From an optimization exercise on the open Yosys and OpenROAD flow, aimed at small area, a short achievable clock period and few clock cycles per item; shortcuts taken in it are not production practice. In this exercise RTL edits were held to simulation tests only and were not proved equivalent to the original.

==> flow/design.v (outline; a module is shown in full before it is edited, if it fits) <==
// module fpu_pipe_unit: 1886 lines
module fpu_pipe_unit #(
    parameter int EXP_W = 8,
    parameter int MAN_W = 23,
    parameter int TAG_W = 4
) (
    input  logic                 clk,
    input  logic                 rst_n,
    input  logic                 in_valid,
    output logic                 in_ready,
    input  logic [1:0]           in_op,
    input  logic [EXP_W+MAN_W:0] in_a,
    input  logic [EXP_W+MAN_W:0] in_b,
    input  logic [TAG_W-1:0]     in_tag,
    output logic                 out_valid,
    input  logic                 out_ready,
    output logic [EXP_W+MAN_W:0] out_y,
    output logic [TAG_W-1:0]     out_tag,
    output logic [3:0]           out_flags,
    output logic [3:0]           sticky,
    input  logic                 sticky_clr
);
  // ...
==> flow/flow/run.sh <==
#!/bin/bash
# Own layout flow: the standard ORFS flow with stronger port buffers and a
# fanout limit for the placement-stage design repair. Every make/tool output
# goes to a log file in this work folder.
set -euo pipefail
here=$(pwd)
bash standard.sh \
    "BUFFER_PORTS_ARGS=-buffer_cell sky130_fd_sc_hd__buf_4" \
    "PRE_RESIZE_TCL=$here/flow/pre_resize.tcl" \
    finish > "$here/standard_flow.log" 2>&1
==> flow/flow/pre_resize.tcl <==
# Limit fanout so that repair_design buffers the wide Booth-select and
# operand nets instead of leaving them on small drivers.
set_max_fanout 10 [current_design]
==> flow/standard.sh <==
#!/bin/bash
# synth_recipe.tcl (not shown) runs the flow's synth.tcl, then flattens the netlist and writes it again
# the make line also repeats each setting of config.mk as NAME=value (left out here)
make -C /OpenROAD-flow-scripts/flow DESIGN_CONFIG=/design/flow/config.mk WORK_HOME=/design/flow/orfs CLKGATE_MAP_FILE= SYNTH_SCRIPT=/design/flow/synth_recipe.tcl "${@:-finish}"
==> flow/config.mk <==
export PLATFORM = sky130hd
export DESIGN_NAME = fpu_pipe_unit
export DESIGN_NICKNAME = fpu_pipe_unit
export VERILOG_FILES = /design/flow/design.v
export SDC_FILE = /design/flow/constraint.sdc
export NUM_CORES = 4
export LEC_CHECK = 0
export ABC_AREA = 1
export CAP_MARGIN = 20
export CORE_MARGIN = 2
export CORE_UTILIZATION = 40
export SETUP_SLACK_MARGIN = 4
export SLEW_MARGIN = 20
==> flow/constraint.sdc <==
create_clock -name core_clock -period 14.0 [get_ports {clk}]
set_input_delay 2.8000 -clock core_clock [delete_from_list [all_inputs] [get_ports {clk}]]
set_output_delay 2.8000 -clock core_clock [all_outputs]
set_load 0.01 [all_outputs]
==> results_dict.tcl, run 1 <==
set metrics [dict create \
    antenna_cells 0 \
    dp_cells 5430 \
    maxSlewViolCount 0 \
    start_util_pct 40.4 \
    top_layer "met4" \
    synth_area_leaders "fa_1 18%, nand2_1 10%, xor2_1 9.8%" \
    final_cell_mix "763 x nand2_1, 673 x inv_1, 311 x xor2_1" \
    drt-wirelength-per-cell_um 23.2 \
    r2r_cells 22 \
    ys_ff_latch 52 \
    grt_max_degree 16 \
    synthCells 4255 \
    clkbuf_count 6 \
    met1_usage_pct 46.4 \
    clock_area_share_pct 0.432 \
    hold_path.class "reg -> reg" \
    status "finished clean" \
    async_flop_share_pct 9.62 \
    synth_common_cells "768 x nand2_1, 675 x inv_1, 311 x xor2_1, 296 x nor2_1, 290 x o22ai_1" \
    fp.dieW_um 268 \
    synth_mux_area_share_pct 0.180 \
    slowest_delay_ns 1.07 \
    drv_cap 0 \
    clk_latency_ns 0.30 \
    io_pins 121 \
    syn_area_mm2 0.0278 \
    cts_setup_buffers 2 \
    wl_met3_mm 14.4 \
    cp_data_required_time_ns 14.05 \
    multi_input_gates 3253 \
    crit_type "in -> reg" \
    cpLargestDelayFamily "adder cells" \
    nFlopsAndLatches 52 \
    dieArea_mm2 0.0716 \
    dominant_cells "multi-input combinational cells" \
    die_y_um 268 \
    reg_top3 "r_sum (28), r_exp (10)" \
    reg2reg_from "r_sum[27]" \
]
Testbench counts, summed over its fixed seeds: cycles 4,008, items 4,000.
==> inputs of run 2 (changes only) <==
--- a/flow/design.v
+++ b/flow/design.v
@@ -82,33 +82,32 @@
                 sp_sgn = sbe;
             end
         end
     end
     logic             a_ge;
     logic [MAN_W:0]   siga, sigb, sig_big, sig_sml;
     logic [EXP_W-1:0] e_big, e_diff;
     logic [SW-1:0]    ext_big, ext_sml, lost_mask, sml_al;
-    logic             sml_lost;
-    logic [SW:0]      sum;
+    logic             sml_lost, a_sub;
     assign siga    = za ? '0 : {1'b1, ma};
     assign sigb    = zb ? '0 : {1'b1, mb};
     assign a_ge    = (in_a[FW-2:0] >= in_b[FW-2:0]);
     assign e_big   = a_ge ? ea : eb;
     assign e_diff  = a_ge ? (ea - eb) : (eb - ea);
     assign sig_big = a_ge ? siga : sigb;
     assign sig_sml = a_ge ? sigb : siga;
     assign ext_big = {sig_big, 3'b000};
     assign ext_sml = {sig_sml, 3'b000};
     assign lost_mask = ~({SW{1'b1}} << e_diff);
     assign sml_lost  = |(ext_sml & lost_mask);
     assign sml_al    = (ext_sml >> e_diff) | {{(SW-1){1'b0}}, sml_lost};
-    assign sum = (sa ^ sbe) ? ({1'b0, ext_big} - {1'b0, sml_al})
-                            : ({1'b0, ext_big} + {1'b0, sml_al});
-    logic [PW-1:0]        prod;
+    assign a_sub     = sa ^ sbe;
+    localparam int LO = PW - SW - 1;       
+    logic [LO:0]          p_lo;
     logic signed [EW-1:0] m_exp;
     logic [MAN_W:0]   bx;
     logic [MAN_W+2:0] by;
     assign bx = {1'b1, ma};
     assign by = {2'b00, 1'b1, mb};
     logic [11:0] bd_one;
     logic [11:0] bd_two;
     logic [11:0] bd_neg;
@@ -1737,54 +1736,74 @@
     assign mt_a[44] = fc584;
     assign mt_b[44] = fs585;
     assign mt_a[45] = fc586;
     assign mt_b[45] = fs587;
     assign mt_a[46] = fc588;
     assign mt_b[46] = fs589;
     assign mt_a[47] = fc590;
     assign mt_b[47] = fs591;
-    assign prod = mt_a + mt_b;
+    assign p_lo = {1'b0, mt_a[LO-1:0]} + {1'b0, mt_b[LO-1:0]};
+    logic [4:0] tz_x, tz_y;
+    logic       p_st;
+    always_comb begin
+        tz_x = 5'(MAN_W);
+        tz_y = 5'(MAN_W);
+        for (int i = MAN_W - 1; i >= 0; i--) begin
+            if (ma[i]) tz_x = 5'(i);
+            if (mb[i]) tz_y = 5'(i);
+        end
+    end
+    assign p_st = ({1'b0, tz_x} + {1'b0, tz_y}) < 6'(LO);
     assign m_exp = $signed({2'b00, ea}) + $signed({2'b00, eb}) - BIAS;
     logic                 r_spec, r_nan, r_nv, r_inf, r_sgn;
     logic [TAG_W-1:0]     r_tag;
     logic [EW-1:0]        r_exp;
-    logic [SW:0]          r_sum;     
+    logic [SW:0]          r_xa, r_xb;
+    logic                 r_cin, r_st;
     always_ff @(posedge clk) begin
         if (!stall) begin
             r_tag  <= in_tag;
             r_spec <= sp_nan | sp_inf | sp_zero;
             r_nan  <= sp_nan;
             r_nv   <= sp_nv;
             r_inf  <= sp_inf;
             if (sp_nan | sp_inf | sp_zero)
                 r_sgn <= sp_sgn;
             else if (is_mul)
                 r_sgn <= sa ^ sb;
             else
                 r_sgn <= a_ge ? sa : sbe;
             if (is_mul) begin
                 r_exp <= m_exp;
-                r_sum <= {prod[PW-1:PW-SW], |prod[PW-SW-1:0]};
+                r_xa  <= mt_a[PW-1:LO];
+                r_xb  <= mt_b[PW-1:LO];
+                r_cin <= p_lo[LO];
+                r_st  <= p_st;
             end else begin
                 r_exp <= {2'b00, e_big};
-                r_sum <= sum;
+                r_xa  <= {1'b0, ext_big};
+                r_xb  <= a_sub ? ~{1'b0, sml_al} : {1'b0, sml_al};
+                r_cin <= a_sub;
+                r_st  <= 1'b0;
             end
         end
     end
     always_ff @(posedge clk or negedge rst_n) begin
         if (!rst_n) out_v_q <= 1'b0;
         else        out_v_q <= stall | in_valid;
     end
     logic [SW:0]          R;
     logic                 rnd_path;
     logic [MAN_W-1:0]     rm, frc_r;
     logic                 r_lsb, r_g, r_s, up, inx, cy;
     logic signed [EW-1:0] e_r;
-    assign R        = r_sum;
+    logic [SW:0] S;
+    assign S        = r_xa + r_xb + {{SW{1'b0}}, r_cin};
+    assign R        = {S[SW:1], S[0] | r_st};
     assign rnd_path = R[SW] | R[SW-1] | R[SW-2];
     always_comb begin
         if (R[SW]) begin
             rm = R[SW-1:4];  r_lsb = R[4]; r_g = R[3]; r_s = |R[2:0];
         end else if (R[SW-1]) begin
             rm = R[SW-2:3];  r_lsb = R[3]; r_g = R[2]; r_s = |R[1:0];
         end else begin
             rm = R[SW-3:2];  r_lsb = R[2]; r_g = R[1]; r_s = R[0];
@@ -1839,17 +1858,21 @@
             lv4[i] = lv3[2*i+1] | lv3[2*i];
             lc4[i] = lv3[2*i+1] ? {1'b0, lc3[2*i+1]} : {1'b1, lc3[2*i]};
         end
         lzk    = lv4[1] ? {1'b0, lc4[1]} : {1'b1, lc4[0]};
     end
     logic lz_any_d;
     assign lz_any_d = |R[SW-3:0];
     assign T   = R[SW-3:0] << lzk;
-    assign e_s = $signed(r_exp) - $signed(EW'(lzk)) - $signed(EW'(2));
+    logic signed [EW-1:0] ex_m2;
+    logic                 unf_s;
+    assign ex_m2 = $signed(r_exp) - $signed(EW'(2));
+    assign e_s   = ex_m2 - $signed(EW'(lzk));
+    assign unf_s = (ex_m2 <= $signed(EW'(lzk)));
     logic [FW-1:0] y;
     logic [3:0]    flg;
     always_comb begin
         y   = '0;
         flg = '0;
         if (r_spec) begin
             y   = r_nan ? '1 : {r_sgn, r_inf ? {EXP_W{1'b1}} : {EXP_W{1'b0}}, {MAN_W{1'b0}}};
             flg = {r_nv, 3'b000};
@@ -1861,17 +1884,17 @@
                 y   = {r_sgn, {(FW-1){1'b0}}};
                 flg = 4'b0011;
             end else begin
                 y   = {r_sgn, e_r[EXP_W-1:0], frc_r};
                 flg = {3'b000, inx};
             end
         end else if (!lz_any_d) begin
             y   = '0;
-        end else if (e_s < EMIN) begin
+        end else if (unf_s) begin
             y   = {r_sgn, {(FW-1){1'b0}}};
             flg = 4'b0011;
         end else begin
             y   = {r_sgn, e_s[EXP_W-1:0], T[SW-4:1]};
         end
     end
     assign out_y     = y;
     assign out_tag   = r_tag;
==> flow/flow/run.sh (replaced) <==
#!/bin/bash
# Own layout flow: the standard ORFS flow, with plain buf_2 cells as the
# port buffers. All make/tool output goes to a log file in this work folder.
set -euo pipefail
here=$(pwd)
bash standard.sh \
    "BUFFER_PORTS_ARGS=-buffer_cell sky130_fd_sc_hd__buf_2" \
    finish > "$here/standard_flow.log" 2>&1
removed: flow/flow/pre_resize.tcl
==> run 2 against run 1 <==
  * Wire length shrank 17%
  * Via count shrank 10%
  * Non-clock buffer count shrank 281
  * Synthesized area shrank 0.89%
  * Fmax grew 6.8%
  * Synthesized cell count shrank 1.9%
  * First-iteration DRC count shrank 33%
  * Critical path type is now reg -> out
  * Largest cell class unchanged
==> results_dict.tcl, run 2 <==
set metrics [dict create \
    status "finished clean" \
    vias 28700 \
    synth_warnings 1 \
    synth.yosys.seq_area_share_pct 8.85 \
    synth_common_cells "1,081 x nand2_1, 562 x inv_1, 364 x nand3_1, 311 x xor2_1, 269 x o22ai_1" \
    cp-start-kind "register" \
    syn_area_per_cell_um2 6.60 \
    core-area_mm2 0.0683 \
    gp_congestion 0.988 \
    synth_area_leaders "fa_1 18%, nand2_1 15%, xor2_1 9.9%" \
    clk_latency_ns 0.37 \
    synth-edff-count 77 \
    grt_usage_pct 29.3 \
    timing.rr.end "sticky_q[1]" \
    cpMaxStageDelayCell "fa_1" \
    fmax_mhz 107 \
    cts.path.max_buffers 2 \
    drt-wirelength-per-cell_um 20.9 \
    synth.most_common_cell "nand2_1" \
    cts_tree "done" \
    vias_per_cell 5.71 \
    cp_common_cell "nand2_1" \
    fin_nets 4629 \
    hold_end "sticky_q[3]" \
    setup_viol 0 \
    crit_fanout 28 \
    fin_area_mm2 0.0290 \
    timing.final.crit_period_ns 9.36 \
    syn_area_mm2 0.0275 \
    rsz0062_at_grt "false" \
    synthCells 4175 \
    drtIter0Drc 2740 \
    min-delay-start "sticky_q[3]" \
    hold_viol_final 0 \
    first_pass_iters 6 \
    dp_hpwl_mm 80.0 \
    fp.dieW_um 266 \
    drc 0 \
    area_growth_pct 5.45 \
    synth_top_area_cell "fa_1" \
    grt_pass1_vias 27000 \
    utilization_pct 42.5 \
    synth_top_area_share_pct 18.5 \
    fin_crit_sh_pct 66.8 \
    r2r_cells 27 \
    fin_ws_ns 4.64 \
    yosys.cell_types.count 62 \
    io_pins 121 \
    grt_pass1_wl_mm 161 \
    tightest_slew_ns 1.13 \
    maxSlewViolCount 0 \
    cts.sink_count 82 \
    fin_setup_tns_ns 0 \
    crit_type "reg -> out" \
    ant_nets 0 \
    grt_overflow_total 0 \
    async_flop_share_pct 6.10 \
    synthFlopType "edfxtp_1" \
    final_layout_size_suffix_gt1_share_pct 7.66 \
    hold_path.class "reg -> reg" \
    wl_mm 105 \
    skew_ns 0.0195 \
    cts_buffers 9 \
    slowest_delay_ns 0.40 \
    io_buffer_count 120 \
    place_ws_ns 4.41 \
    hold_depth 2 \
    final_common_cell "nand2_1" \
    reg2reg_from "r_xa[0]" \
    antenna_found_initial 5 \
    timing.reg2reg.setup_slack_ns 8.28 \
    die_y_um 266 \
    start_util_pct 40.3 \
    crit_arrival_ns 6.56 \
    cp_data_required_time_ns 11.20 \
    end_kind "output port" \
    reg_top3 "r_xa (28), r_xb (28), r_exp (10)" \
    placed_cell_area_mm2 0.0288 \
    clock-root-buffer "clkbuf_16" \
    slew_headroom_pct 24.3 \
    fp-row-count 96 \
    cts.clk_slew.worst_paths_ns 0.08 \
    synth_nets 4660 \
    ys_ff_latch 82 \
    final_cell_mix "1,080 x nand2_1, 562 x inv_1, 363 x nand3_1" \
    htree_num_levels 3 \
    drv_cap 0 \
    dieArea_mm2 0.0710 \
    grt_max_degree 70 \
]
==> run 2: changes by cell type in the layout (fill, tap and decap cells not counted), moves of 30 or more <==
cell / previous run / this run
nand2_1: 763 / 1080
nand3_1: 233 / 363
clkdlybuf4s50_1: 128 / 0
o21ai_0: 252 / 125
buf_4: 190 / 71
inv_1: 673 / 562
buf_2: 10 / 120
a21oi_1: 240 / 161
ha_1: 204 / 156
nor2_1: 289 / 247
clkbuf_2: 34 / 0
clkdlybuf4s15_2: 33 / 0
dlymetal6s2s_1: 30 / 0
edfxtp_1: 47 / 77
==> run 2: worst max path at each step <==
stage               slack (ns)  startpoint  cells past startpoint  endpoint
CTS                       4.69     r_xa[0]                     36  out_y[6]
global placement          4.28     in_b[5]                     21     r_cin
finish                    4.64     r_xa[0]                     36  out_y[6]
detailed placement        4.41     in_b[5]                     21     r_cin
floorplan                 6.41     in_b[5]                     21     r_cin
global route              4.01     r_xa[0]                     36  out_y[6]
==> run 2: what timing repair did <==
| action | in CTS | in global routing |
|---|---|---|
| resized for setup | 0 | 2 |
| setup endpoints to repair | 0 | 4 |
| hold buffers | 0 | 0 |
| buffers inserted | 0 | 0 |
==> run 2: cell families after synthesis <==
| kind of cell | Yosys count | synth area share, % |
|---|---|---|
| multiplexers | 3 | 0.109 |
| adder cells (fa/ha/maj) | 410 | 25.6 |
| flip-flops | 82 | 8.85 |
| AO/OA/AOI/OAI | 654 | 14.0 |
| XOR/XNOR | 328 | 10.4 |
| AND/OR/NAND/NOR | 1866 | 29.1 |
| buffers and inverters | 832 | 12.0 |
==> run 2: per-stage QoR <==
stage          cells  hold slack [ns]
2_1_floorplan   4175            0.528
3_3_place_gp    5015            0.482
3_5_place_dp    5015            0.496
4_1_cts         5031            0.513
5_1_grt         5031            0.554
6_report        5032            0.516
==> run 2: critical path, delay by kind of cell (launching register included) <==
| family | cells | cell delay, ns |
|---|---|---|
| AO/OA/AOI/OAI | 5 | 0.94 |
| adder cells (fa/ha/maj) | 4 | 1.01 |
| buffers and inverters | 6 | 0.62 |
| flip-flops | 1 | 0.32 |
| AND/OR/NAND/NOR | 21 | 3.28 |
==> run 2: per-layer routing <==
metal / global-route usage, % / up-vias / share of wire (%)
met1: 38.3 / 13700 / 42
met3: 5.13 / 235 / 8.4
li1: - / 13500 / -
met4: 11.1 / 2 / 4.0
met5: 0 / - / 0.017
met2: 48.0 / 1347 / 46
==> run 2: layout make-up <==
| cell class | count | area, um2 |
|---|---|---|
| fillers | 7317 | 39300 |
| multi-input cells | 3261 | 21800 |
| flip-flops and latches | 82 | 2440 |
| inverters | 599 | 2250 |
| repair buffers | 191 | 1130 |
| well taps | 882 | 1100 |
| clock buffers | 9 | 225 |
| clock inverters | 7 | 48.8 |
| diodes | 1 | 2.50 |
Testbench counts of run 2, summed over its fixed seeds: cycles 4,008, items 4,000.

## static timing again, ports no longer ideal
The results above use ideal ports. As a check the final layouts listed here were re-extracted and re-timed, cells and wires unchanged.
Step 1 sets driving cells, clkbuf_16 on the clock port and buf_2 on the other inputs (assumed; they add their load-dependent delay and slew).
Step 2 adds t to the input delays and takes it off the output delays; t is the mean of the earliest and latest rising clock arrival at the registers after step 1. Input paths then give back, and output paths get back, about the clock's delay inside the block.
Three values: ideal, step 1, step 2; two values: the first two.
| run | t (ns) | slack for setup (ns) | pins driven straight from the clock port |
|---|---|---|---|
| run 1 | 0.345 | 4.009 / 4.033 / 3.688 | 1 |
| run 2 | 0.415 | 4.643 / 4.587 / 4.361 | 1 |
After both steps setup and hold are still met in every run listed. The setup slack of run 1, which loses most, moves by +0.024 ns with the drivers and by -0.321 ns with both steps.
